From an optimization exercise on the open Yosys and OpenROAD flow, aimed at small area, a short achievable clock period and few clock cycles per item; shortcuts taken in it are not production practice. The RTL was checked by simulation tests, not by an equivalence proof against the original design.

==> flow/design.v (outline; a module is shown in full before it is edited, if it fits) <==
// module esc_mul: 1853 lines
// module esc_mulf: 829 lines
// module esc_div: 102 lines
// module env_sensor_compensation_unit: 564 lines
module env_sensor_compensation_unit #(
	parameter int QUEUE_DEPTH = esc_pkg::QUEUE_DEPTH_DEF
) (
	input  logic                           clk,
	input  logic                           arst_n,
	input  logic                           s_tvalid,
	output logic                           s_tready,
	input  logic [esc_pkg::IN_DATA_W-1:0]  s_tdata,
	output logic                           m_tvalid,
	input  logic                           m_tready,
	output logic [esc_pkg::OUT_DATA_W-1:0] m_tdata,
	input  logic                           cfg_we,
	input  logic [esc_pkg::CFG_IDX_W-1:0]  cfg_index,
	input  logic [esc_pkg::CFG_DATA_W-1:0] cfg_wdata
);
  // ...
==> flow/run.sh <==
#!/bin/bash
# synth_recipe.tcl (not shown) runs the flow's synth.tcl, then flattens the netlist and writes it again
# the make line also repeats each setting of config.mk as NAME=value (left out here)
make -C /OpenROAD-flow-scripts/flow DESIGN_CONFIG=/design/flow/config.mk WORK_HOME=/design/flow/orfs CLKGATE_MAP_FILE= SYNTH_SCRIPT=/design/flow/synth_recipe.tcl finish
==> flow/config.mk <==
export PLATFORM = sky130hd
export DESIGN_NAME = env_sensor_compensation_unit
export DESIGN_NICKNAME = env_sensor_compensation_unit
export VERILOG_FILES = /design/flow/design.v
export SDC_FILE = /design/flow/constraint.sdc
export NUM_CORES = 8
export LEC_CHECK = 0
export ABC_AREA = 0
export ABC_CLOCK_PERIOD_IN_PS = 4000
export CAP_MARGIN = 30
export CORE_MARGIN = 2
export CORE_UTILIZATION = 25
export GPL_TIMING_DRIVEN = 1
export SETUP_SLACK_MARGIN = 5
export SLEW_MARGIN = 20
==> flow/constraint.sdc <==
create_clock -name core_clock -period 12.5 [get_ports {clk}]
set_input_delay 2.5000 -clock core_clock [delete_from_list [all_inputs] [get_ports {clk}]]
set_output_delay 2.5000 -clock core_clock [all_outputs]
set_load 0.01 [all_outputs]
==> summary.md, run 1 <==
| Metric | Value |
|---|---|
| Status | timing/DRC/antenna clean |
| Synth cell types | between 100 and 150 |
| Fmax | around 0.17 GHz |
| RSZ-0062 raised after global routing | false |
| Hold_ws | between 0.3 and 0.4 ns |
| Cts bufs inserted | between 200 and 250 |
| M3 GR Usage | 5.40% |
| CP cell instances | ha_1 -> inv_1 -> fa_1 -> nor2b_1 -> o2111ai_1 -> a21oi_1 -> o21ai_0 -> o31a_1 -> o21ai_0 -> a221oi_1 -> o2111ai_1 -> and3_1 -> o2111ai_1 -> o21ba_2 -> xnor2_1 -> inv_1 |
| Layout area overhead | 13.2% |
| CP peak stage delay | ~0.66 ns |
| Synthesized area | 140000 µm² |
| Pins over their slew limit | 0 |
| Placed cell area | about 150000 µm² |
| Asr flop ratio synth | 2.04% |
| Final non-filler cell total | ~21000 |
| Die ar. | 566000 µm² |
| Synth Flop Type | edfxtp_1 |
| Routed Antenna Nets | 0 |
| Clock Latency Late Sink | 1.01 ns |
| Placed Instances | about 21000 |
| Die Ht | 753 µm |
| Crit path required time | 13.03 ns |
| Initial cell density of the core | between 20% and 30% |
| Max Used Layer | met5 |
| Setup crit end | gP1_q[58] |
| CP Buf/Inv Count | 2 |
| Multi-input gate area | a little under 80000 µm² |
| Mapped Cells | roughly 14000 |
| Final setup viols | 0 |
| Met2 Use GR | between 20% and 30% |
| Pre-Repair DR Iteration Count | 9 |
| Core Util, Final | roughly 28% |
| Inverters | 1027 |
Testbench counts, summed over its fixed seeds: cycles 11,375, items 768.
==> run 2: changes to the inputs <==
--- a/flow/config.mk
+++ b/flow/config.mk
@@ -10,6 +10,5 @@
 export CAP_MARGIN = 30
 export CORE_MARGIN = 2
 export CORE_UTILIZATION = 25
-export GPL_TIMING_DRIVEN = 1
 export SETUP_SLACK_MARGIN = 5
 export SLEW_MARGIN = 20
==> run 2 against run 1 <==
Fmax unchanged. Clock skew is the same. Synthesized cell count stayed put. Sequential share of layout area stayed put. Largest cell class unchanged.
==> summary.md, run 2 <==
| Metric | Value |
|---|---|
| Status | timing/DRC/antenna clean (unchanged) |
| Worst-path fanout max | 6 (unchanged) |
| Top-area cell type share of the netlist area | 28.6% (unchanged) |
| CTS tree | built (unchanged) |
| DP Worst Slack | 5.84 ns (unchanged) |
| IO buf count | 184 (unchanged) |
| FF+latch count, synth | 2008 (unchanged) |
| RSZ-0062 raised after global routing | false (unchanged) |
| Gpl congestion | 1.01 (unchanged) |
| CTS Buffer Depth | 4 (unchanged) |
| Initial antenna violation count | 82 (unchanged) |
| Crit Path Class | reg -> reg (unchanged) |
| Most common cell after layout, fill and taps aside | edfxtp_1 (unchanged) |
| Final non-filler cell total | 21300 (unchanged) |
| Placed Instances | 20800 (unchanged) |
| Period minus WS final | 5.96 ns (unchanged) |
| Total congestion overflow | 0 (unchanged) |
| Synthesized area | 140000 µm² (unchanged) |
| Initial cell density of the core | 25.1% (unchanged) |
| Placed cell area | 151000 µm² (unchanged) |
| Clock transition at path regs | 0.07 ns (about the same) |
| Post-synth EDFFs | 1334 (unchanged) |
| Hold Fails Final Rpt | 0 (unchanged) |
| Vias per inst | 5.33 (unchanged) |
| Slew headroom | 15.8% (unchanged) |
| CTS root buffer | clkbuf_16 (unchanged) |
| CP arrival | 6.49 ns (about the same) |
| Worst setup SP type | flip-flop (unchanged) |
| DR WL/cell | 26.3 µm (unchanged) |
| Crit path required time | 13.03 ns (about the same) |
| Die ar. | 566000 µm² (unchanged) |
| Die W | 753 µm (unchanged) |
| Die Ht | 753 µm (unchanged) |
| Vias | 113000 (unchanged) |
| Final setup viols | 0 (unchanged) |
| Yosys warns | 2 (unchanged) |
| Core Util, Final | 28.5% (unchanged) |
| CP Capture Type | flip-flop (unchanged) |
| Slew @ Worst Pin | 1.26 ns (unchanged) |
| Pre-Repair DR Iteration Count | 9 (unchanged) |
| Final Instance Area | 159000 µm² (unchanged) |
| IO Pins | 194 (unchanged) |
| Top cells by area, synth | edfxtp_1 (29%), fa_1 (9.4%), dfxtp_1 (9.0%), ha_1 (7.3%), xnor2_1 (5.4%) (unchanged) |
| Fmax | 0.168 GHz (unchanged) |
| Pins over their slew limit | 0 (unchanged) |
| CTS Sinks | 2008 (unchanged) |
| Rows | 274 (unchanged) |
| Synth Flop Type | edfxtp_1 (unchanged) |
| Hold_buf cts | 0 (unchanged) |
| Core area | 557000 µm² (unchanged) |
| CTS resizes | 0 (unchanged) |
| Detailed Route Iter0 Violations | 15800 (unchanged) |
| Fillers | 58100 (unchanged) |
| GRT Total Usage | 18.8% (unchanged) |
| Syn avg cell area | 10.2 µm² (unchanged) |
| Layout area overhead | 13.2% (unchanged) |
| Vias in the first global route | 107000 (unchanged) |
| Multi-input gate area | 79400 µm² (unchanged) |
| Most frequent cells in the layout | edfxtp_1 (1334), inv_1 (1017), nand2_1 (926), xnor2_1 (865), ha_1 (815) (unchanged) |
| Post-CTS Setup Bufs | 0 (unchanged) |
| Max-capacitance violation count | 0 (unchanged) |
| Largest net degree at the start of global routing | 94 (unchanged) |
| Final Cycle Share | 47.7% (unchanged) |
| Reg area | 53800 µm² (unchanged) |
| First-pass GRT wire length | 791000 µm (unchanged) |
| Most numerous cell in the Yosys netlist | edfxtp_1 (unchanged) |
| Mapped Cells | 13800 (unchanged) |
| H-tree depth | 4 (unchanged) |
| Clock Latency Late Sink | 1.01 ns (about the same) |
| Post-DP HPWL | 409000 µm (unchanged) |
| Synth cell types | 118 (unchanged) |
| Cts bufs inserted | 220 (unchanged) |
| TNS Setup | 0 ns (unchanged) |
| Post-synthesis sequential area ratio | 38.4% (unchanged) |
| Asr flop ratio synth | 2.04% (unchanged) |
| Cell accounting for the most synthesized area | edfxtp_1 (unchanged) |
| Routed Antenna Nets | 0 (unchanged) |
| Commonest cells in the netlist | edfxtp_1 (1334), inv_1 (1018), nand2_1 (928) (unchanged) |
| Layout net count | 15200 (unchanged) |
| Detailed Route WL | 559000 µm (unchanged) |
| Final setup margin | 6.54 ns (unchanged) |
| DR DRC count | 0 (unchanged) |
| Clock Skew | 0.152 ns (unchanged) |
| Layout cell share with drive strength beyond 1 | 6.98% (unchanged) |
| Hold crit path type | reg -> reg (unchanged) |
[run 2: cell counts in the layout (fill, tap and decap cells not counted)]
Identical to the previous run, type by type.
[run 2: area by class of cell]
cell class / count / area share, %
clock buffers: 299 / 3.99
clock inverters: 113 / 0.781
diodes: 52 / 0.0820
repair buffers: 477 / 2.85
well taps: 7452 / 5.88
multi-input cells: 9839 / 50.0
inverters: 1027 / 2.43
flip-flops and latches: 2008 / 33.9
[run 2: critical path: stages, from the launching register on]
cell and delay [ns]:
dfxtp_1 0.34, ha_1 0.21, inv_1 0.07, fa_1 0.40
nor2b_1 0.18, o2111ai_1 0.18, a21oi_1 0.23, o21ai_0 0.21
o31a_1 0.35, o21ai_0 0.55, a221oi_1 0.32, o2111ai_1 0.39
and3_1 0.29, o2111ai_1 0.22, o21ba_2 0.28, xnor2_1 0.66
inv_1 0.63
[run 2: path summary, 6_finish.rpt]
path / cells past startpoint / from / slack, ns / end
min reg2reg: 0 / u_fdest[1] / 0.31 / fdest1_q[1]
min in group asynchronous: 1 / arst_n / 1.67 / u_div0.cnt_q[1]
min: 0 / u_fdest[1] / 0.31 / fdest1_q[1]
max: 16 / ps2_q[0] / 6.54 / gP1_q[58]
max in group asynchronous: 1 / arst_n / 10.09 / u_div1.fix_q
max reg2reg: 16 / ps2_q[0] / 6.54 / gP1_q[58]
[run 2: metrics by stage]
step | hold WS, ns
final | 0.312
after global routing | 0.329
after CTS | 0.317
after detailed placement | 0.312
after global placement | 0.311
after floorplan | 0.310
[run 2: routing by layer]
metal  up-vias  GRT usage [%]  share of wire, %
li1      49200              -                 -
met1     55800           23.8                38
met2      6781           29.3                44
met3      1424           5.40                12
met4        46           9.29               6.1
met5         -              0             0.053
[run 2: kinds of logic after synthesis]
family,share of synthesized area [%]
fa+ha+maj,16.7
flops,38.4
simple gates,9.35
other cells,0.00268
buf+inv,5.22
xor+xnor,9.81
compound gates,18.1
mux,2.39
==> module esc_div, before the edit <==
module esc_div (
	input  logic        clk,
	input  logic        arst_n,
	input  logic        load,
	input  logic [63:0] num,
	input  logic [30:0] x1,
	output logic        done,
	output logic [63:0] zq,
	output logic        zsgn,
	output logic        qcin,
	output logic        pv
);
	logic [63:0] z_q;
	logic [29:0] r_q;
	logic [30:0] dx_q;
	logic [29:0] msk;      
	logic [32:0] n3_q;     
	logic        sn_q, sx_q, fix_q;
	logic [6:0]  cnt_q;
	logic [30:0] dxl;
	assign dxl = x1 ^ {31{x1[30]}};
	always_comb begin
		msk[29] = ~dx_q[30];
		for (int i = 28; i >= 0; i--) msk[i] = msk[i+1] & ~dx_q[i+1];
	end
	logic [15:0] zt;       
	logic [32:0] v, nd1, nd2;
	logic [32:0] t1, t2, t3;
	logic [29:0] rn;
	logic [1:0]  qd;
	logic        sk16, sk8, ci;
	always_comb begin
		ci  = ~sx_q;
		zt  = z_q[63:48];
		v   = {1'b0, r_q, zt[15:14]};
		nd1 = ~{2'b0, dx_q};             
		nd2 = ~{1'b0, dx_q, sx_q};       
		t1  = v + nd1 + {32'b0, ci};
		t2  = v + nd2 + {32'b0, ci};
		t3  = v + n3_q;
		if (!t3[32])      begin qd = 2'd3; rn = t3[29:0]; end
		else if (!t2[32]) begin qd = 2'd2; rn = t2[29:0]; end
		else if (!t1[32]) begin qd = 2'd1; rn = t1[29:0]; end
		else              begin qd = 2'd0; rn = v[29:0];  end
		sk16 = (r_q[29:14] == 16'd0) && (({r_q[13:0], zt} & msk) == 30'd0) && (cnt_q >= 7'd16);
		sk8  = (r_q[29:22] == 8'd0) && (({r_q[21:0], zt[15:8]} & msk) == 30'd0) && (cnt_q >= 7'd8);
	end
	always_ff @(posedge clk or negedge arst_n) begin
		if (!arst_n) begin
			cnt_q <= '0;
			fix_q <= 1'b0;
		end else if (load) begin
			cnt_q <= 7'd64;
			fix_q <= 1'b1;
		end else if (fix_q) begin
			fix_q <= 1'b0;
		end else if (cnt_q != 7'd0) begin
			if (sk16)     cnt_q <= cnt_q - 7'd16;
			else if (sk8) cnt_q <= cnt_q - 7'd8;
			else          cnt_q <= cnt_q - 7'd2;
		end
	end
	always_ff @(posedge clk) begin
		if (load) begin
			z_q   <= num;
			r_q   <= '0;
			dx_q  <= dxl;
			sn_q  <= num[63];
			sx_q  <= x1[30];
		end else if (fix_q) begin
			z_q  <= z_q ^ {64{sn_q}};
			n3_q <= ~{2'b0, dx_q} + ~{1'b0, dx_q, sx_q} + {31'b0, ~sx_q, 1'b0};
		end else if (cnt_q != 7'd0) begin
			if (sk16) begin
				r_q <= {r_q[13:0], zt};
				z_q <= {z_q[47:0], 16'b0};
			end else if (sk8) begin
				r_q <= {r_q[21:0], zt[15:8]};
				z_q <= {z_q[55:0], 8'b0};
			end else begin
				r_q <= rn;
				z_q <= {z_q[61:0], qd};
			end
		end
	end
	logic [30:0] ra, cy;
	logic        eq1, inc;
	always_comb begin
		ra = {1'b0, r_q};
		cy[0] = 1'b0;
		cy[1] = ra[0];
		for (int i = 2; i < 31; i++) cy[i] = ra[i-1] & ~dx_q[i-1];
		eq1 = (dx_q[0] == ~ra[0]);
		for (int i = 1; i < 31; i++) eq1 = eq1 & ((ra[i] ^ dx_q[i]) == cy[i]);
		inc = sn_q && (sx_q ? (ra == dx_q) : eq1);
	end
	assign done = (cnt_q == 7'd0) && !fix_q;
	assign zq   = z_q;
	assign zsgn = sn_q ^ sx_q;
	assign qcin = (sn_q ^ sx_q) ? ~inc : inc;
	assign pv   = sx_q || (dx_q != 31'd0);
endmodule
==> run 3: changes to the inputs <==
--- a/flow/design.v
+++ b/flow/design.v
@@ -2729,7 +2729,6 @@
 	logic [29:0] r_q;
 	logic [30:0] dx_q;
 	logic [29:0] msk;      
-	logic [32:0] n3_q;     
 	logic        sn_q, sx_q, fix_q;
 	logic [6:0]  cnt_q;
 	logic [30:0] dxl;
@@ -2739,7 +2738,7 @@
 		for (int i = 28; i >= 0; i--) msk[i] = msk[i+1] & ~dx_q[i+1];
 	end
 	logic [15:0] zt;       
-	logic [32:0] v, nd1, nd2;
+	logic [32:0] v, nd1, nd2, cs_s, cs_c;
 	logic [32:0] t1, t2, t3;
 	logic [29:0] rn;
 	logic [1:0]  qd;
@@ -2752,7 +2751,9 @@
 		nd2 = ~{1'b0, dx_q, sx_q};       
 		t1  = v + nd1 + {32'b0, ci};
 		t2  = v + nd2 + {32'b0, ci};
-		t3  = v + n3_q;
+		cs_s = v ^ nd1 ^ nd2;
+		cs_c = (v & nd1) | (v & nd2) | (nd1 & nd2);
+		t3  = cs_s + {cs_c[31:0], ci} + {32'b0, ci};
 		if (!t3[32])      begin qd = 2'd3; rn = t3[29:0]; end
 		else if (!t2[32]) begin qd = 2'd2; rn = t2[29:0]; end
 		else if (!t1[32]) begin qd = 2'd1; rn = t1[29:0]; end
@@ -2784,7 +2785,6 @@
 			sx_q  <= x1[30];
 		end else if (fix_q) begin
 			z_q  <= z_q ^ {64{sn_q}};
-			n3_q <= ~{2'b0, dx_q} + ~{1'b0, dx_q, sx_q} + {31'b0, ~sx_q, 1'b0};
 		end else if (cnt_q != 7'd0) begin
 			if (sk16) begin
 				r_q <= {r_q[13:0], zt};
--- a/flow/config.mk
+++ b/flow/config.mk
@@ -9,6 +9,6 @@
 export ABC_CLOCK_PERIOD_IN_PS = 4000
 export CAP_MARGIN = 30
 export CORE_MARGIN = 2
-export CORE_UTILIZATION = 25
+export CORE_UTILIZATION = 20
 export SETUP_SLACK_MARGIN = 5
 export SLEW_MARGIN = 20
==> run 3 against run 2 <==
Synthesized cell count fell by 2.4%. Highest routed layer unchanged. Still clean on timing, DRC and antenna. Worst hold slack better by 0.014 ns. Core utilization fell by 5.5 points. Sequential cell count shrank 66. Largest cell class unchanged.
==> summary.md, run 3 <==
| Metric | Value |
|---|---|
| Clock transition at path regs | 0.06 ns (was 0.07 ns) |
| Commonest cells in the netlist | edfxtp_1 (1268), nand2_1 (1028), inv_1 (948) (was edfxtp_1 (1334), inv_1 (1018), nand2_1 (928)) |
| Slew headroom | 21.9% (was 15.8%) |
| Hold path depth | 0 (unchanged) |
| CTS root buffer | clkbuf_16 (unchanged) |
| Hold Fails Final Rpt | 0 (unchanged) |
| Worst-path fanout max | 35 (was 6) |
| Post-synth EDFFs | 1268 (was 1334) |
| Pre-Repair DR Iteration Count | 11 (was 9) |
| Core area | 680000 µm² (was 557000 µm²) |
| Asr flop ratio synth | 2.11% (was 2.04%) |
| FF+latch count, synth | 1942 (was 2008) |
| CTS resizes | 0 (unchanged) |
| Initial cell density of the core | 20.0% (was 25.1%) |
| Clock Skew | 0.0843 ns (was 0.152 ns) |
| CP peak stage delay | 0.50 ns (was 0.66 ns) |
| H-tree depth | 4 (unchanged) |
| Die ar. | 688000 µm² (was 566000 µm²) |
| Detailed Route Iter0 Violations | 16700 (was 15800) |
| CTS Sinks | 1942 (was 2008) |
| Layout cell share with drive strength beyond 1 | 6.35% (was 6.98%) |
| Final setup viols | 0 (unchanged) |
| Layout net count | 14700 (was 15200) |
| Layout area overhead | 14.3% (was 13.2%) |
| Yosys warns | 2 (unchanged) |
| Hold crit path type | reg -> reg (unchanged) |
| Largest net degree at the start of global routing | 182 (was 94) |
| Worst setup SP type | flip-flop (unchanged) |
| CP Capture Type | flip-flop (unchanged) |
| Die Ht | 830 µm (was 753 µm) |
| Most numerous cell in the Yosys netlist | edfxtp_1 (unchanged) |
| TNS Setup | 0 ns (unchanged) |
| Clock Latency Late Sink | 0.94 ns (was 1.01 ns) |
| Synth Flop Type | edfxtp_1 (unchanged) |
| Delay-heaviest family, CP | compound AO/OA/AOI/OAI gates (unchanged) |
| Cts bufs inserted | 210 (was 220) |
| Syn avg cell area | 10.2 µm² (about the same) |
| Reg2reg setup slack | 6.32 ns (was 6.54 ns) |
| Post-synthesis sequential area ratio | 38.0% (was 38.4%) |
| Routed Antenna Nets | 0 (unchanged) |
| Synthesized area | 136000 µm² (was 140000 µm²) |
| Rows | 303 (was 274) |
| Post-DP HPWL | 408000 µm (was 409000 µm) |
| Slew @ Worst Pin | 1.17 ns (was 1.26 ns) |
| RSZ-0062 raised after global routing | false (unchanged) |
| Top cells by area, synth | edfxtp_1 (28%), fa_1 (11%), dfxtp_1 (9.3%), ha_1 (6.5%), xnor2_1 (5.1%) (was edfxtp_1 (29%), fa_1 (9.4%), dfxtp_1 (9.0%), ha_1 (7.3%), xnor2_1 (5.4%)) |
| Synth cell types | 107 (was 118) |
| Crit path required time | 13.10 ns (was 13.03 ns) |
| Max-capacitance violation count | 0 (unchanged) |
| Most common cell after layout, fill and taps aside | edfxtp_1 (unchanged) |
| CP max-delay cell | fa_1 (was xnor2_1) |
| Cell accounting for the most synthesized area | edfxtp_1 (unchanged) |
| Final Cycle Share | 49.5% (was 47.7%) |
| GRT Total Usage | 15.3% (was 18.8%) |
| Die W | 830 µm (was 753 µm) |
| Hold_buf cts | 0 (unchanged) |
| Final setup margin | 6.32 ns (was 6.54 ns) |
| DP Worst Slack | 5.91 ns (was 5.84 ns) |
| First-pass GRT wire length | 781000 µm (was 791000 µm) |
| Period minus WS final | 6.18 ns (was 5.96 ns) |
| Pins over their slew limit | 0 (unchanged) |
| CP arrival | 6.79 ns (was 6.49 ns) |
| Post-CTS Setup Bufs | 0 (unchanged) |
| Vias | 112000 (was 113000) |
| Fillers | 73000 (was 58100) |
| Most common cell on crit path | a21oi_1 (was o2111ai_1) |
| IO Pins | 194 (unchanged) |
| Critical Path Stages | 19 (was 16) |
| Fmax | 0.162 GHz (was 0.168 GHz) |
| CTS tree | built (unchanged) |
| DR DRC count | 0 (unchanged) |
| CP cell instances | buf_4 -> and2_1 -> fa_1 -> inv_1 -> ha_1 -> or2_2 -> fa_1 -> a21o_1 -> a21oi_1 -> o21bai_1 -> a21oi_1 -> o21ai_1 -> a41o_1 -> o41ai_1 -> o21ai_0 -> or4_1 -> a31o_2 -> a21oi_1 -> xnor2_1 (was ha_1 -> inv_1 -> fa_1 -> nor2b_1 -> o2111ai_1 -> a21oi_1 -> o21ai_0 -> o31a_1 -> o21ai_0 -> a221oi_1 -> o2111ai_1 -> and3_1 -> o2111ai_1 -> o21ba_2 -> xnor2_1 -> inv_1) |
| Status | timing/DRC/antenna clean (unchanged) |
| Crit Path Class | reg -> reg (unchanged) |
| Most frequent cells in the layout | edfxtp_1 (1268), nand2_1 (1026), inv_1 (945), a22oi_1 (783), xnor2_1 (779) (was edfxtp_1 (1334), inv_1 (1017), nand2_1 (926), xnor2_1 (865), ha_1 (815)) |
| CP Buf/Inv Count | 2 (unchanged) |
| DR WL/cell | 24.7 µm (was 26.3 µm) |
| IO buf count | 184 (unchanged) |
| Gpl congestion | 0.986 (was 1.01) |
| CTS Buffer Depth | 4 (unchanged) |
| R2R depth | 19 (was 16) |
| Vias per inst | 4.98 (was 5.33) |
| Top-area cell type share of the netlist area | 27.9% (was 28.6%) |
| Vias in the first global route | 106000 (was 107000) |
| Initial antenna violation count | 95 (was 82) |
| Mapped Cells | 13400 (was 13800) |
| Detailed Route WL | 555000 µm (was 559000 µm) |
| Total congestion overflow | 0 (unchanged) |
==> run 3: cell types whose count changed after synthesis, sizes merged, moves of 56 or more <==
cell,before,now
nand2,931,1030
xnor2,872,791
inv,1024,950
edfxtp,1334,1268
nor2,672,615
o21ai,634,703
ha,817,705
a21oi,804,696
fa,661,717
==> run 3: worst reg2reg max path: cells and delay by family (launching register included) <==
| family | cells | cell delay (ns) |
|---|---|---|
| xor gates and xnor gates | 1 | 0.44 |
| DFF | 1 | 0.29 |
| adders and majority gates | 3 | 1.14 |
| and+or+nand+nor | 3 | 1.03 |
| buffers and inverters | 2 | 0.28 |
| AOI/OAI and AO/OA | 10 | 2.75 |
==> run 3: kinds of logic after synthesis <==
group / Yosys count / share of synthesized area [%]
compound gates: 3646 / 18.3
xor+xnor: 1492 / 9.59
fa+ha+maj: 1422 / 17.0
buf+inv: 1846 / 5.15
flops: 1942 / 38.0
mux: 334 / 2.57
other cells: 1 / 0.00275
simple gates: 2742 / 9.42
==> run 3: final timing paths <==
check,startpoint,to
min in group asynchronous,arst_n,u_div1.cnt_q[1]
worst max-delay path,facc2_q,gF4_q[18]
worst min-delay path,pacc1_q,pacc2_q
worst max register to register,facc2_q,gF4_q[18]
worst min register to register,pacc1_q,pacc2_q
max in group asynchronous,arst_n,prw_q
==> run 3: final cells by class <==
cell class | instances | area (µm²) | area share [%]
Sequential cell | 1942 | 51900 | 33.3
Clock buffer | 275 | 5800 | 3.72
Timing Repair Buffer | 460 | 4360 | 2.79
Antenna cell | 47 | 118 | 0.0754
Clock inverter | 107 | 843 | 0.541
Inverter | 954 | 3590 | 2.30
Multi-Input combinational cell | 9642 | 78100 | 50.1
Tap cell | 8997 | 11300 | 7.22
==> run 3: stage by stage <==
step           instance area, µm²  instances  util, %  hold WS, ns
2_1_floorplan              136000      13400        -        0.310
3_3_place_gp               148000      21900     21.8        0.312
3_5_place_dp               149000      22000     21.9        0.314
4_1_cts                    155000      22400     22.9        0.326
5_1_grt                    156000      22400     22.9        0.332
6_report                   156000      22400     22.9        0.326
==> run 3: routing by layer <==
| metal | part of all wire [%] | track usage [%] |
|---|---|---|
| met1 | 39 | 19.8 |
| met2 | 44 | 23.7 |
| met3 | 12 | 4.25 |
| met4 | 5.5 | 6.78 |
| met5 | 0.061 | 0 |
Testbench counts of run 3, summed over its fixed seeds: cycles 11,375, items 768.
==> run 4: changes to the inputs <==
--- a/flow/config.mk
+++ b/flow/config.mk
@@ -9,6 +9,6 @@
 export ABC_CLOCK_PERIOD_IN_PS = 4000
 export CAP_MARGIN = 30
 export CORE_MARGIN = 2
-export CORE_UTILIZATION = 20
+export CORE_UTILIZATION = 25
 export SETUP_SLACK_MARGIN = 5
 export SLEW_MARGIN = 20
==> run 4 against run 3 <==
Still clean. Synthesized area is the same. First-iteration DRC count shrank 5.1%. Synthesized cell count did not move. Via count fell by 0.74%. Sequential cell count unchanged. Register-to-register slack better by 0.19 ns. Sequential share of layout area is 0.37 points higher. Non-clock buffer count is 1 higher. Highest routed layer unchanged.
==> summary.md, run 4 <==
| Metric | Value |
|---|---|
| RSZ-0062 raised after global routing | false (unchanged) |
| Rows | 271 (was 303) |
| Clock Latency Late Sink | 0.99 ns (was 0.94 ns) |
| Layout area overhead | 13.1% (was 14.3%) |
| Total congestion overflow | 0 (unchanged) |
| Routed Antenna Nets | 0 (unchanged) |
| IO Pins | 194 (unchanged) |
| Die W | 743 µm (was 830 µm) |
| DP Worst Slack | 6.09 ns (was 5.91 ns) |
| Post-CTS Setup Bufs | 0 (unchanged) |
| Worst setup SP type | flip-flop (unchanged) |
| Detailed Route Iter0 Violations | 15800 (was 16700) |
| Gpl congestion | 0.991 (was 0.986) |
| Hold Fails Final Rpt | 0 (unchanged) |
| Top-area cell type share of the netlist area | 27.9% (unchanged) |
| Vias in the first global route | 105000 (was 106000) |
| Placed Instances | 20200 (was 22000) |
| Crit Path Class | reg -> reg (unchanged) |
| Clock Skew | 0.121 ns (was 0.0843 ns) |
| Vias | 111000 (was 112000) |
| Layout net count | 14700 (about the same) |
| CTS tree | built (unchanged) |
| Slew headroom | 20.1% (was 21.9%) |
| CTS root buffer | clkbuf_16 (unchanged) |
| CTS resizes | 0 (unchanged) |
| CTS Sinks | 1942 (unchanged) |
| First-pass GRT wire length | 777000 µm (was 781000 µm) |
| Hold crit path type | reg -> reg (unchanged) |
| Syn avg cell area | 10.2 µm² (unchanged) |
| H-tree depth | 4 (unchanged) |
| Status | timing/DRC/antenna clean (unchanged) |
| CP arrival | 6.45 ns (was 6.79 ns) |
| Asr flop ratio synth | 2.11% (unchanged) |
| Top cells by area, synth | edfxtp_1 (28%), fa_1 (11%), dfxtp_1 (9.3%), ha_1 (6.5%), xnor2_1 (5.1%) (unchanged) |
| Vias per inst | 5.36 (was 4.98) |
| Synthesized area | 136000 µm² (unchanged) |
| Final setup viols | 0 (unchanged) |
| CP Capture Type | flip-flop (unchanged) |
| TNS Setup | 0 ns (unchanged) |
| Die Ht | 743 µm (was 830 µm) |
| Initial antenna violation count | 76 (was 95) |
| Most frequent cells in the layout | edfxtp_1 (1268), nand2_1 (1026), inv_1 (946), a22oi_1 (783), xnor2_1 (778) (was edfxtp_1 (1268), nand2_1 (1026), inv_1 (945), a22oi_1 (783), xnor2_1 (779)) |
| Hold_buf cts | 0 (unchanged) |
| Pre-Repair DR Iteration Count | 10 (was 11) |
| Cell accounting for the most synthesized area | edfxtp_1 (unchanged) |
| Mapped Cells | 13400 (unchanged) |
| Cts bufs inserted | 212 (was 210) |
| Synth Flop Type | edfxtp_1 (unchanged) |
| IO buf count | 184 (unchanged) |
| Initial cell density of the core | 25.1% (was 20.0%) |
| Slew @ Worst Pin | 1.19 ns (was 1.17 ns) |
| DR DRC count | 0 (unchanged) |
| Post-synth EDFFs | 1268 (unchanged) |
| Yosys warns | 2 (unchanged) |
| Most common cell after layout, fill and taps aside | edfxtp_1 (unchanged) |
| Worst-path fanout max | 7 (was 35) |
| Post-synthesis sequential area ratio | 38.0% (unchanged) |
| Period minus WS final | 6.00 ns (was 6.18 ns) |
| Commonest cells in the netlist | edfxtp_1 (1268), nand2_1 (1028), inv_1 (948) (unchanged) |
| Clock transition at path regs | 0.07 ns (was 0.06 ns) |
| Fmax | 0.167 GHz (was 0.162 GHz) |
| Layout cell share with drive strength beyond 1 | 6.59% (was 6.35%) |
| Crit path required time | 12.95 ns (was 13.10 ns) |
| DR WL/cell | 26.7 µm (was 24.7 µm) |
| GRT Total Usage | 19.1% (was 15.3%) |
| Most numerous cell in the Yosys netlist | edfxtp_1 (unchanged) |
| Detailed Route WL | 551000 µm (was 555000 µm) |
| CTS Buffer Depth | 4 (unchanged) |
| Max-capacitance violation count | 0 (unchanged) |
| Core area | 544000 µm² (was 680000 µm²) |
| Synth cell types | 107 (unchanged) |
| Final non-filler cell total | 20700 (was 22400) |
| Final setup margin | 6.50 ns (was 6.32 ns) |
| Pins over their slew limit | 0 (unchanged) |
| FF+latch count, synth | 1942 (unchanged) |
| Die ar. | 551000 µm² (was 688000 µm²) |
| Post-DP HPWL | 402000 µm (was 408000 µm) |
| Largest net degree at the start of global routing | 152 (was 182) |
| Final Cycle Share | 48.0% (was 49.5%) |
==> run 4: cell counts after synthesis <==
No cell type changed its count.
==> run 4: area by class of cell <==
cell class,count,area (µm²)
fillers,56600,390000
multi-input cells,9642,78000
flip-flops and latches,1942,51900
well taps,7234,9050
clock buffers,272,5980
repair buffers,461,4210
inverters,954,3590
clock inverters,120,1380
diodes,40,100
==> run 4: final timing paths <==
check	slack, ns	start	depth (start not counted)	end
worst max-delay path	6.50	pc2_q[0]	16	gP2_q[54]
worst min-delay path	0.31	divld2_q	0	divld3_q
worst max register to register	6.50	pc2_q[0]	16	gP2_q[54]
worst min register to register	0.31	divld2_q	0	divld3_q
max in group asynchronous	10.06	arst_n	2	prw_q
min in group asynchronous	1.42	arst_n	1	u_div1.fix_q
==> run 4: critical path, stage by stage, from the launching register on <==
cell	delay, ns
dfxtp_1	0.34
ha_1	0.23
inv_1	0.07
fa_1	0.20
nor2b_1	0.07
o31a_1	0.29
o22ai_1	0.37
o21a_1	0.35
o211ai_1	0.22
a31oi_1	0.76
o21ai_0	0.25
buf_4	0.22
a21oi_1	0.31
o21ai_0	0.24
a311oi_1	0.37
xor2_1	0.58
inv_1	0.63
==> run 4: cells by family after synthesis <==
group / Yosys count / share of synthesized area, %
compound gates: 3646 / 18.3
xor+xnor: 1492 / 9.59
fa+ha+maj: 1422 / 17.0
buf+inv: 1846 / 5.15
flops: 1942 / 38.0
mux: 334 / 2.57
other cells: 1 / 0.00275
simple gates: 2742 / 9.42
==> run 4: layer usage <==
metal  vias to the layer above  global-route usage [%]  part of all wire (%)
li1                      48000                       -                     -
met1                     55000                    24.5                    38
met2                      6628                    29.9                    44
met3                      1283                    5.34                    12
met4                        38                    8.49                   5.4
met5                         -                       0                 0.050
==> run 4: metrics by stage <==
step	util (%)	instance area, µm²	hold WS [ns]
global route	28.3	154000	0.318
global placement	26.9	146000	0.314
floorplan	-	136000	0.310
detailed placement	26.9	146000	0.312
CTS	28.3	154000	0.314
finish	28.3	154000	0.315
==> run 5: changes to the inputs <==
--- a/flow/config.mk
+++ b/flow/config.mk
@@ -7,8 +7,8 @@
 export LEC_CHECK = 0
 export ABC_AREA = 0
 export ABC_CLOCK_PERIOD_IN_PS = 4000
-export CAP_MARGIN = 30
+export CAP_MARGIN = 70
 export CORE_MARGIN = 2
 export CORE_UTILIZATION = 25
 export SETUP_SLACK_MARGIN = 5
-export SLEW_MARGIN = 20
+export SLEW_MARGIN = 80
==> run 5 against run 4 <==
Largest cell class unchanged. Still clean. Critical endpoint is now gF3_q[19]. Clock-buffer cell count grew 2. Cell count grew 5.4%. Register-to-register slack lost 1.3 ns. Fmax shrank 18%.
==> summary.md, run 5 <==
| Metric | Value |
|---|---|
| R2R depth | 25 (was 16) |
| Clock Skew | 0.148 ns (was 0.121 ns) |
| Cell accounting for the most synthesized area | edfxtp_1 (unchanged) |
| Top-area cell type share of the netlist area | 27.9% (unchanged) |
| Final Cycle Share | 58.3% (was 48.0%) |
| Die Ht | 743 µm (unchanged) |
| Detailed Route WL | 563000 µm (was 551000 µm) |
| IO buf count | 184 (unchanged) |
| Hold path depth | 0 (unchanged) |
| Reg2reg start | facc2_q (was pc2_q[0]) |
| CP arrival | 7.96 ns (was 6.45 ns) |
| Hold Fails Final Rpt | 0 (unchanged) |
| Fmax | 0.137 GHz (was 0.167 GHz) |
| Hold crit path type | reg -> reg (unchanged) |
| Simple-gate share of the synthesized area | 9.42% (unchanged) |
| Vias per inst | 5.34 (was 5.36) |
| Total congestion overflow | 0 (unchanged) |
| Hold Crit Start | fdest1_q[0] (was divld2_q) |
| Synth Area in XOR/XNOR | 9.59% (unchanged) |
| Mapped Cells | 13400 (unchanged) |
| Routed Antenna Nets | 0 (unchanged) |
| Core area | 544000 µm² (unchanged) |
| Final setup viols | 0 (unchanged) |
| Final setup margin | 5.22 ns (was 6.50 ns) |
| CTS Buffer Depth | 4 (unchanged) |
| Reg-to-reg endpoint | gF3_q[19] (was gP2_q[54]) |
| Fillers | 54900 (was 56600) |
| CP Capture Type | flip-flop (unchanged) |
| Synth cell types | 107 (unchanged) |
| Die ar. | 551000 µm² (unchanged) |
| Hold_ws | 0.323 ns (was 0.315 ns) |
| Crit Path Class | reg -> reg (unchanged) |
| Mux cell area share after synthesis | 2.57% (unchanged) |
| Clock transition at path regs | 0.07 ns (about the same) |
| Asr flop ratio synth | 2.11% (unchanged) |
| Layout cell share with drive strength beyond 1 | 20.3% (was 6.59%) |
| Vias in the first global route | 111000 (was 105000) |
| FF+latch count, synth | 1942 (unchanged) |
| Pins over their slew limit | 0 (unchanged) |
| Period minus WS final | 7.28 ns (was 6.00 ns) |
| Reg2reg setup slack | 5.22 ns (was 6.50 ns) |
| Worst setup SP type | flip-flop (unchanged) |
| Status | timing/DRC/antenna clean (unchanged) |
| Clock Latency Late Sink | 1.01 ns (was 0.99 ns) |
| Final Instance Area | 173000 µm² (was 154000 µm²) |
| Vias | 116000 (was 111000) |
| Layout area overhead | 26.8% (was 13.1%) |
| CTS root buffer | clkbuf_16 (unchanged) |
| Synth Flop Type | edfxtp_1 (unchanged) |
| Placed cell area | 163000 µm² (was 146000 µm²) |
| DP Worst Slack | 3.97 ns (was 6.09 ns) |
| Gpl congestion | 0.991 (unchanged) |
| Post-DP HPWL | 435000 µm (was 402000 µm) |
| Post-synthesis sequential area ratio | 38.0% (unchanged) |
| Compound-Gate Fraction of Synth Area | 18.3% (unchanged) |
| Yosys warns | 2 (unchanged) |
| Most common cell after layout, fill and taps aside | edfxtp_1 (unchanged) |
| IO Pins | 194 (unchanged) |
| Hold Path End | fdest2_q[0] (was divld3_q) |
| Cts bufs inserted | 213 (was 212) |
| CTS tree | built (unchanged) |
| Initial antenna violation count | 74 (was 76) |
| Adder-cell area share of the yosys netlist | 17.0% (unchanged) |
| CTS Sinks | 1942 (unchanged) |
| Most frequent cells in the layout | edfxtp_1 (1268), nand2_1 (968), inv_1 (844), a22oi_1 (768), fa_1 (707) (was edfxtp_1 (1268), nand2_1 (1026), inv_1 (946), a22oi_1 (783), xnor2_1 (778)) |
| Top cells by area, synth | edfxtp_1 (28%), fa_1 (11%), dfxtp_1 (9.3%), ha_1 (6.5%), xnor2_1 (5.1%) (unchanged) |
| Die W | 743 µm (unchanged) |
| Largest family of logic cells by synthesized area | compound AO/OA/AOI/OAI gates (unchanged) |
| Most numerous cell in the Yosys netlist | edfxtp_1 (unchanged) |
| Layout net count | 15800 (was 14700) |
| First-pass GRT wire length | 800000 µm (was 777000 µm) |
| Crit path required time | 13.18 ns (was 12.95 ns) |
| Synthesized area | 136000 µm² (unchanged) |
| DR DRC count | 0 (unchanged) |
| RSZ-0062 raised after global routing | false (unchanged) |
| Commonest cells in the netlist | edfxtp_1 (1268), nand2_1 (1028), inv_1 (948) (unchanged) |
| Largest net degree at the start of global routing | 57 (was 152) |
| Syn avg cell area | 10.2 µm² (unchanged) |
| Pre-Repair DR Iteration Count | 13 (was 10) |
| DR WL/cell | 25.9 µm (was 26.7 µm) |
| GRT Total Usage | 19.5% (was 19.1%) |
| Worst-path fanout max | 18 (was 7) |
| H-tree depth | 4 (unchanged) |
| Post-synth EDFFs | 1268 (unchanged) |
| Detailed Route Iter0 Violations | 15700 (was 15800) |
| Hold_buf cts | 0 (unchanged) |
| TNS Setup | 0 ns (unchanged) |
| Rows | 271 (unchanged) |
| Max-capacitance violation count | 0 (unchanged) |
| Initial cell density of the core | 25.1% (unchanged) |
## run 5: cell types whose count changed in the layout (fill, tap and decap cells not counted), moves of 88 or more
cell	delta
buf_2	+335
buf_1	+208
o21ai_0	-174
dfxtp_1	-158
buf_6	+126
xnor2_1	-108
buf_8	+106
inv_1	-102
buf_4	-97
xnor2_2	+97
buf_16	+95
o21ai_1	+93
a21oi_1	-89
clkdlybuf4s18_2	+88
## run 5: how the worst max path moves through the flow
stage	end	cells after the start	from
floorplan	nbk_q[21]	15	s_tdata[5]
finish	gF3_q[19]	25	facc2_q
detailed placement	gF3_q[19]	25	facc2_q
CTS	gF3_q[19]	25	facc2_q
global route	gF3_q[19]	25	facc2_q
global placement	nbk_q[21]	16	s_tdata[0]
## run 5: worst max-delay path, stage by stage (launching register included)
cell             delay (ns)
dfxtp_4                0.37
buf_12                 0.15
and2_1                 0.15
fa_1                   0.48
ha_4                   0.29
a21o_1                 0.19
a2111oi_2              0.34
buf_2                  0.15
clkdlybuf4s50_1        0.50
clkdlybuf4s50_1        0.49
clkdlybuf4s50_1        0.52
clkdlybuf4s50_1        0.51
clkdlybuf4s50_1        0.50
nor3_1                 0.06
a211oi_1               0.26
o21ai_2                0.10
a41o_1                 0.22
o41ai_2                0.20
buf_2                  0.16
o21ai_1                0.10
or4_4                  0.43
a31o_2                 0.26
a21oi_2                0.17
xnor2_2                0.10
buf_2                  0.17
buf_2                  0.16
## run 5: metal layers
layer	track usage, %	vias to the layer above	wire [µm]
met4	9.22	38	33100
met1	24.8	57500	213000
met5	0	-	315
met3	5.39	1492	65700
met2	30.7	7121	251000
li1	-	50200	-
## run 5: area by class of cell
type | instances | area (µm²) | share of cell area, %
well taps | 7234 | 9050 | 5.24
clock buffers | 274 | 5870 | 3.39
multi-input cells | 9642 | 84800 | 49.0
inverters | 954 | 3720 | 2.15
repair buffers | 1558 | 15400 | 8.92
clock inverters | 125 | 1660 | 0.958
flip-flops and latches | 1942 | 52300 | 30.2
diodes | 49 | 123 | 0.0709
## run 5: cells by family after synthesis
family,Yosys count
compound gates,3646
mux,334
flops,1942
fa+ha+maj,1422
simple gates,2742
xor+xnor,1492
other cells,1
buf+inv,1846
## run 5: repair_timing
action	CTS	global route
buffers inserted	2	1
resized for setup	10	6
hold endpoints to repair	0	0
pin swaps	2	2
cloned	1	0
setup endpoints to repair	23	10
## run 5: per-stage QoR
stage | utilization, % | cells
4_1_cts | 31.3 | 21600
2_1_floorplan | - | 13400
5_1_grt | 31.8 | 21700
3_5_place_dp | 29.9 | 21200
6_report | 31.8 | 21800
3_3_place_gp | 26.9 | 20200
==> run 6: changes to the inputs <==
--- a/flow/config.mk
+++ b/flow/config.mk
@@ -7,8 +7,8 @@
 export LEC_CHECK = 0
 export ABC_AREA = 0
 export ABC_CLOCK_PERIOD_IN_PS = 4000
-export CAP_MARGIN = 70
+export CAP_MARGIN = 50
 export CORE_MARGIN = 2
 export CORE_UTILIZATION = 25
 export SETUP_SLACK_MARGIN = 5
-export SLEW_MARGIN = 80
+export SLEW_MARGIN = 60
==> run 6 against run 5 <==
Critical path type unchanged. First-iteration DRC count is 1.0% lower. Sequential cell count did not move. Core utilization is 3.0 points lower. Synthesized cell count is the same. Via count is 4.1% lower. Critical path depth decreased by 6. Largest cell class unchanged. Non-clock buffer count shrank 1014.
==> summary.md, run 6 <==
| Metric | Value |
|---|---|
| FF+latch count, synth | 1942 (unchanged) |
| Largest net degree at the start of global routing | 89 (was 57) |
| Mapped Cells | 13400 (unchanged) |
| Worst-path fanout max | 35 (was 18) |
| Die ar. | 551000 µm² (unchanged) |
| Period minus WS final | 5.95 ns (was 7.28 ns) |
| Die W | 743 µm (unchanged) |
| Status | timing/DRC/antenna clean (unchanged) |
| CTS resizes | 0 (was 10) |
| Top-area cell type share of the netlist area | 27.9% (unchanged) |
| Most common cell after layout, fill and taps aside | edfxtp_1 (unchanged) |
| H-tree depth | 4 (unchanged) |
| CP Buf/Inv Count | 2 (was 10) |
| Worst setup SP type | flip-flop (unchanged) |
| Most numerous cell in the Yosys netlist | edfxtp_1 (unchanged) |
| Crit Path Class | reg -> reg (unchanged) |
| DR WL/cell | 26.6 µm (was 25.9 µm) |
| Hold Fails Final Rpt | 0 (unchanged) |
| Most common cell on crit path | a21oi_1 (was clkdlybuf4s50_1) |
| GRT Total Usage | 19.1% (was 19.5%) |
| CTS Sinks | 1942 (unchanged) |
| Die Ht | 743 µm (unchanged) |
| Initial antenna violation count | 89 (was 74) |
| Synth Area in XOR/XNOR | 9.59% (unchanged) |
| Final Cycle Share | 47.6% (was 58.3%) |
| Gpl congestion | 0.991 (unchanged) |
| Compound-Gate Fraction of Synth Area | 18.3% (unchanged) |
| Largest family of logic cells by synthesized area | compound AO/OA/AOI/OAI gates (unchanged) |
| IO buf count | 184 (unchanged) |
| Clock Latency Late Sink | 1.00 ns (was 1.01 ns) |
| Hold_buf cts | 0 (unchanged) |
| CP Capture Type | flip-flop (unchanged) |
| Layout area overhead | 14.8% (was 26.8%) |
| Yosys warns | 2 (unchanged) |
| Post-DP HPWL | 406000 µm (was 435000 µm) |
| DR DRC count | 0 (unchanged) |
| Vias | 112000 (was 116000) |
| Rows | 271 (unchanged) |
| Cell accounting for the most synthesized area | edfxtp_1 (unchanged) |
| CP arrival | 6.59 ns (was 7.96 ns) |
| Layout cell share with drive strength beyond 1 | 8.81% (was 20.3%) |
| Synth Flop Type | edfxtp_1 (unchanged) |
| IO Pins | 194 (unchanged) |
| Metal-1 WL | 211000 µm (was 213000 µm) |
| Pre-Repair DR Iteration Count | 10 (was 13) |
| Post-CTS Setup Bufs | 0 (was 2) |
| Core area | 544000 µm² (unchanged) |
| Max Used Layer | met5 (unchanged) |
| Initial cell density of the core | 25.1% (unchanged) |
| Simple-gate share of the synthesized area | 9.42% (unchanged) |
| Mux cell area share after synthesis | 2.57% (unchanged) |
| Synth cell types | 107 (unchanged) |
| Most frequent cells in the layout | edfxtp_1 (1268), nand2_1 (1024), inv_1 (922), a22oi_1 (783), xnor2_1 (739) (was edfxtp_1 (1268), nand2_1 (968), inv_1 (844), a22oi_1 (768), fa_1 (707)) |
| Vias per inst | 5.37 (was 5.34) |
| Cts bufs inserted | 216 (was 213) |
| CTS tree | built (unchanged) |
| Routed Antenna Nets | 0 (unchanged) |
| TNS Setup | 0 ns (unchanged) |
| CTS Buffer Depth | 4 (unchanged) |
| Post-synth EDFFs | 1268 (unchanged) |
| Syn avg cell area | 10.2 µm² (unchanged) |
| Total congestion overflow | 0 (unchanged) |
| Slew headroom | roughly 52% |
| RSZ-0062 raised after global routing | false (unchanged) |
| Commonest cells in the netlist | edfxtp_1 (1268), nand2_1 (1028), inv_1 (948) (unchanged) |
| Top cells by area, synth | edfxtp_1 (28%), fa_1 (11%), dfxtp_1 (9.3%), ha_1 (6.5%), xnor2_1 (5.1%) (unchanged) |
| Metal3 WL | 66700 µm (was 65700 µm) |
| Detailed Route Iter0 Violations | 15600 (was 15700) |
| Synthesized area | 136000 µm² (unchanged) |
| Clock transition at path regs | 0.06 ns (was 0.07 ns) |
| CP max-delay cell | fa_1 (was clkdlybuf4s50_1) |
| Delay-heaviest family, CP | compound AO/OA/AOI/OAI gates (was buffers and inverters) |
| Max-capacitance violation count | 0 (unchanged) |
| Crit path required time | 13.14 ns (was 13.18 ns) |
| Fmax | 0.168 GHz (was 0.137 GHz) |
| Post-synthesis sequential area ratio | 38.0% (unchanged) |
| Adder-cell area share of the yosys netlist | 17.0% (unchanged) |
| First-pass GRT wire length | 779000 µm (was 800000 µm) |
| Met2 WL post-DR | 245000 µm (was 251000 µm) |
| Asr flop ratio synth | 2.11% (unchanged) |
| Fillers | 56400 (was 54900) |
| Hold crit path type | reg -> reg (unchanged) |
| CP cell instances | buf_4 -> and2_1 -> fa_1 -> inv_1 -> ha_1 -> or2_2 -> fa_1 -> a21o_1 -> a21oi_1 -> o21bai_1 -> a21oi_1 -> o21ai_1 -> a41o_1 -> o41ai_1 -> o21ai_0 -> or4_1 -> a31o_2 -> a21oi_1 -> xnor2_2 |
| Vias in the first global route | 105000 (was 111000) |
| CP peak stage delay | 0.50 ns (was 0.52 ns) |
| Layout net count | 14800 (was 15800) |
| Clock Skew | 0.131 ns (was 0.148 ns) |
| Final setup viols | 0 (unchanged) |
| Pins over their slew limit | 0 (unchanged) |
| CTS root buffer | clkbuf_16 (unchanged) |
| Detailed Route WL | 553000 µm (was 563000 µm) |
| Slew @ Worst Pin | ~0.70 ns |
## run 6: cell counts after synthesis
Identical to the previous run, type by type.
## run 6: metrics by stage
step / hold slack [ns] / util, % / instance area, µm² / instances / worst slack, ns
6_report: 0.314 / 28.8 / 157000 / 20800 / 6.55
5_1_grt: 0.317 / 28.8 / 156000 / 20700 / 6.25
4_1_cts: 0.316 / 28.6 / 156000 / 20700 / 6.51
3_5_place_dp: 0.312 / 27.3 / 148000 / 20300 / 6.10
3_3_place_gp: 0.314 / 26.9 / 146000 / 20200 / 6.07
2_1_floorplan: 0.310 / - / 136000 / 13400 / 6.96
## run 6: path summary, 6_finish.rpt
kind,startpoint,to,slack [ns],cells past startpoint
hold reg to reg,gP2_q[0],pres_lo_q[0],0.31,0
min in group asynchronous,arst_n,u_div1.cnt_q[1],1.43,1
setup / recovery,facc2_q,gF4_q[18],6.55,19
hold / removal,gP2_q[0],pres_lo_q[0],0.31,0
max in group asynchronous,arst_n,idle_q,10.36,3
setup reg to reg,facc2_q,gF4_q[18],6.55,19
## run 6: worst reg2reg max path, stage by stage, from the launching register on
cell and delay [ns]:
dfxtp_1 0.29, buf_4 0.23, and2_1 0.23, fa_1 0.50, inv_1 0.05, ha_1 0.18
or2_2 0.31, fa_1 0.46, a21o_1 0.17, a21oi_1 0.23, o21bai_1 0.12, a21oi_1 0.46
o21ai_1 0.30, a41o_1 0.34, o41ai_1 0.38, o21ai_0 0.20, or4_1 0.46, a31o_2 0.25
a21oi_1 0.22, xnor2_2 0.28
## run 6: routing by layer
layer / track usage [%] / vias to the layer above
met3: 5.58 / 1331
met4: 8.52 / 46
met5: 0 / -
met1: 24.4 / 55200
met2: 30.0 / 6898
li1: - / 48200
## run 6: cell type report
type	instances	area (µm²)	share of cell area, %
tap	7234	9050	5.78
sequential	1942	52000	33.2
clock buffer	283	6070	3.88
clock inverter	124	1300	0.829
timing repair buffer	544	5360	3.42
multi-input combinational	9642	79000	50.5
inverter	954	3600	2.30
antenna	51	128	0.0815
## run 6: logic make-up (layout without fill, tap and decap cells)
group / after synthesis / count (layout)
AOI/OAI and AO/OA: 3646 / 3646
xor gates and xnor gates: 1492 / 1492
adders and majority gates: 1422 / 1422
buffers and inverters: 1846 / 1905
DFF: 1942 / 1942
muxes: 334 / 334
other: 1 / 57
and+or+nand+nor: 2742 / 2742
==> run 7: changes to the inputs <==
--- a/flow/config.mk
+++ b/flow/config.mk
@@ -7,8 +7,8 @@
 export LEC_CHECK = 0
 export ABC_AREA = 0
 export ABC_CLOCK_PERIOD_IN_PS = 4000
-export CAP_MARGIN = 50
+export CAP_MARGIN = 40
 export CORE_MARGIN = 2
 export CORE_UTILIZATION = 25
 export SETUP_SLACK_MARGIN = 5
-export SLEW_MARGIN = 60
+export SLEW_MARGIN = 45
==> run 7 against run 6 <==
Fmax fell by 0.14%. Core utilization shrank 0.41 points. Still clean. Critical endpoint is now gF1_q[26].
==> summary.md, run 7 <==
| Metric | Value |
|---|---|
| Status | timing/DRC/antenna clean (unchanged) |
| Max-capacitance violation count | 0 (unchanged) |
| DR WL/cell | 26.7 µm (was 26.6 µm) |
| Initial antenna violation count | 83 (was 89) |
| Post-CTS Setup Bufs | 0 (unchanged) |
| CP arrival | 6.60 ns (was 6.59 ns) |
| DR DRC count | 0 (unchanged) |
| Most numerous cell in the Yosys netlist | edfxtp_1 (unchanged) |
| Post-DP HPWL | 402000 µm (was 406000 µm) |
| Slew @ Worst Pin | 0.931 ns (was 0.697 ns) |
| Cell accounting for the most synthesized area | edfxtp_1 (unchanged) |
| Clock transition at path regs | 0.06 ns (about the same) |
| FF+latch count, synth | 1942 (unchanged) |
| RSZ-0062 raised after global routing | false (unchanged) |
| Adder-cell area share of the yosys netlist | 17.0% (unchanged) |
| Routed Antenna Nets | 0 (unchanged) |
| Synth cell types | 107 (unchanged) |
| Rows | 271 (unchanged) |
| Mux cell area share after synthesis | 2.57% (unchanged) |
| Final setup margin | 6.54 ns (was 6.55 ns) |
| Layout area overhead | 13.1% (was 14.8%) |
| CP cell instances | buf_4 -> and2_1 -> fa_1 -> inv_1 -> ha_1 -> or2_2 -> fa_1 -> a21o_1 -> a21oi_1 -> o21bai_1 -> a21oi_1 -> o21ai_1 -> a41o_1 -> o41ai_1 -> o21ai_0 -> or4_1 -> a31o_2 -> a21oi_1 -> xnor2_2 (unchanged) |
| Asr flop ratio synth | 2.11% (unchanged) |
| Commonest cells in the netlist | edfxtp_1 (1268), nand2_1 (1028), inv_1 (948) (unchanged) |
| Layout cell share with drive strength beyond 1 | 7.24% (was 8.81%) |
| Total congestion overflow | 0 (unchanged) |
| Core area | 544000 µm² (unchanged) |
| CTS Sinks | 1942 (unchanged) |
| Clock Latency Late Sink | 0.99 ns (was 1.00 ns) |
| Crit path required time | 13.14 ns (about the same) |
| Fillers | 56700 (was 56400) |
| M3 GR Usage | 5.62% (was 5.58%) |
| Worst setup SP type | flip-flop (unchanged) |
| Cts bufs inserted | 211 (was 216) |
| Slew headroom | 38.0% (was 52.2%) |
| IO buf count | 184 (unchanged) |
| Synth Area in XOR/XNOR | 9.59% (unchanged) |
| Layout net count | 14700 (was 14800) |
| Hold_buf cts | 0 (unchanged) |
| CTS root buffer | clkbuf_16 (unchanged) |
| Detailed Route Iter0 Violations | 15800 (was 15600) |
| Final setup viols | 0 (unchanged) |
| H-tree depth | 4 (unchanged) |
| Detailed Route WL | 551000 µm (was 553000 µm) |
| Most common cell after layout, fill and taps aside | edfxtp_1 (unchanged) |
| Pins over their slew limit | 0 (unchanged) |
| CTS tree | built (unchanged) |
| Simple-gate share of the synthesized area | 9.42% (unchanged) |
| Syn avg cell area | 10.2 µm² (unchanged) |
| Final Cycle Share | 47.7% (was 47.6%) |
| Gpl congestion | 0.991 (unchanged) |
| Vias per inst | 5.37 (about the same) |
| CP peak stage delay | 0.52 ns (was 0.50 ns) |
| Most frequent cells in the layout | edfxtp_1 (1268), nand2_1 (1026), inv_1 (934), a22oi_1 (783), xnor2_1 (762) (was edfxtp_1 (1268), nand2_1 (1024), inv_1 (922), a22oi_1 (783), xnor2_1 (739)) |
| Worst-path fanout max | 35 (unchanged) |
| Hold crit path type | reg -> reg (unchanged) |
| GRT Total Usage | 19.1% (about the same) |
| Pre-Repair DR Iteration Count | 13 (was 10) |
| Vias | 111000 (was 112000) |
| Most common cell on crit path | a21oi_1 (unchanged) |
| CP Capture Type | flip-flop (unchanged) |
| Met2 Use GR | 29.7% (was 30.0%) |
| Mapped Cells | 13400 (unchanged) |
| Synthesized area | 136000 µm² (unchanged) |
| TNS Setup | 0 ns (unchanged) |
| Hold_ws | 0.310 ns (was 0.314 ns) |
| Initial cell density of the core | 25.1% (unchanged) |
| GRT Max-Usage Layer | met2 (unchanged) |
| Clock Skew | 0.139 ns (was 0.131 ns) |
| CTS resizes | 0 (unchanged) |
| Yosys warns | 2 (unchanged) |
| Die ar. | 551000 µm² (unchanged) |
| Fmax | 0.168 GHz (about the same) |
| Largest family of logic cells by synthesized area | compound AO/OA/AOI/OAI gates (unchanged) |
| CP max-delay cell | fa_1 (unchanged) |
| Post-synth EDFFs | 1268 (unchanged) |
| Top cells by area, synth | edfxtp_1 (28%), fa_1 (11%), dfxtp_1 (9.3%), ha_1 (6.5%), xnor2_1 (5.1%) (unchanged) |
| Crit Path Class | reg -> reg (unchanged) |
| Die W | 743 µm (unchanged) |
| Core Util, Final | 28.4% (was 28.8%) |
| First-pass GRT wire length | 778000 µm (was 779000 µm) |
| GRT met1 Usage | 24.3% (was 24.4%) |
| Largest net degree at the start of global routing | 152 (was 89) |
| Post-synthesis sequential area ratio | 38.0% (unchanged) |
| IO Pins | 194 (unchanged) |
| Period minus WS final | 5.96 ns (was 5.95 ns) |
| Hold Fails Final Rpt | 0 (unchanged) |
| Die Ht | 743 µm (unchanged) |
| Vias in the first global route | 105000 (about the same) |
| DP Worst Slack | 6.10 ns (about the same) |
| Synth Flop Type | edfxtp_1 (unchanged) |
| Compound-Gate Fraction of Synth Area | 18.3% (unchanged) |
| Top-area cell type share of the netlist area | 27.9% (unchanged) |
| CTS Buffer Depth | 4 (unchanged) |
[run 7: cell count changes in the layout (fill, tap and decap cells not counted), sizes merged, moves of 2 or more]
cell,delta
buf,-102
bufinv,-4
clkbuf,+7
clkdlybuf4s50,+7
clkinv,-2
clkinvlp,-11
inv,-5
[run 7: routing by layer]
layer | vias to the layer above | routed length, µm
met3 | 1285 | 65800
met5 | - | 478
li1 | 47900 | -
met2 | 6827 | 244000
met1 | 54900 | 211000
met4 | 42 | 29900
[run 7: area by class of cell]
type                            count  area, µm²  share of cell area (%)
Multi-Input combinational cell   9642      78400                    50.8
Sequential cell                  1942      51900                    33.6
Tap cell                         7234       9050                    5.87
Clock buffer                      294       6050                    3.92
Timing Repair Buffer              444       4040                    2.62
Inverter                          954       3590                    2.33
Clock inverter                    102       1140                   0.740
Antenna cell                       50        125                  0.0811
[run 7: kinds of logic after synthesis]
| group | Yosys count |
|---|---|
| flops | 1942 |
| buf+inv | 1846 |
| other cells | 1 |
| compound gates | 3646 |
| mux | 334 |
| fa+ha+maj | 1422 |
| xor+xnor | 1492 |
| simple gates | 2742 |
[run 7: through the flow]
| stage | instances | cell area [µm²] |
|---|---|---|
| after floorplan | 13400 | 136000 |
| after global placement | 20200 | 146000 |
| after detailed placement | 20200 | 147000 |
| after CTS | 20600 | 154000 |
| after global routing | 20600 | 154000 |
| final | 20700 | 154000 |
[run 7: worst paths after layout]
check                          from               to  slack, ns  cells past startpoint
max                         facc2_q        gF1_q[26]       6.54                     19
min                        gP2_q[1]     pres_lo_q[1]       0.31                      0
max reg2reg                 facc2_q        gF1_q[26]       6.54                     19
min reg2reg                gP2_q[1]     pres_lo_q[1]       0.31                      0
max in group asynchronous    arst_n           idle_q      10.25                      3
min in group asynchronous    arst_n  u_div1.cnt_q[2]       1.42                      1
[run 7: worst max-delay path: cells and delay by family, from the launching register on]
family          cells  cell delay [ns]
fa+ha+maj           3             1.16
simple gates        3             1.01
flops               1             0.29
xor+xnor            1             0.29
compound gates     10             2.65
buf+inv             2             0.28

-- re-timing with driven ports --
How much do the figures lean on ideal ports? The routed layouts below were timed once more, with nothing changed but the port constraints.
Step 1 sets driving cells, clkbuf_16 on the clock port and buf_2 on the other inputs (assumed; they add their load-dependent delay and slew).
Step 2 times the ports against the registers' clock, not the clock port: input delays grow and output delays shrink by t, the midpoint of the rising clock arrivals with the driver on.
Three values: ideal, step 1, step 2; two values: the first two.
run | t (ns) | setup slack, ns | worst hold slack (ns) | worst register clock-pin slew, ns | worst slew at a driven data input, ns
run 1 | 1.047 | 6.541 / 6.541 / 5.863 | 0.312 / 0.312 / 0.312 | 0.08 / 0.08 | 0.21
run 2 | 1.047 | 6.541 / 6.541 / 5.863 | 0.312 / 0.312 / 0.312 | 0.08 / 0.08 | 0.21
run 3 | 1.019 | 6.315 / 6.315 / 5.891 | 0.326 / 0.326 / 0.326 | 0.07 / 0.07 | 0.30
run 4 | 1.034 | 6.501 / 6.501 / 6.125 | 0.315 / 0.315 / 0.315 | 0.09 / 0.09 | 0.22
run 5 | 1.040 | 5.217 / 5.217 / 5.217 | 0.323 / 0.323 / 0.323 | 0.07 / 0.07 | 0.22
run 6 | 1.028 | 6.545 / 6.545 / 6.112 | 0.314 / 0.314 / 0.314 | 0.08 / 0.08 | 0.22
run 7 | 1.022 | 6.537 / 6.537 / 6.170 | 0.310 / 0.310 / 0.310 | 0.07 / 0.07 | 0.21
After both steps setup and hold are still met in every run listed.
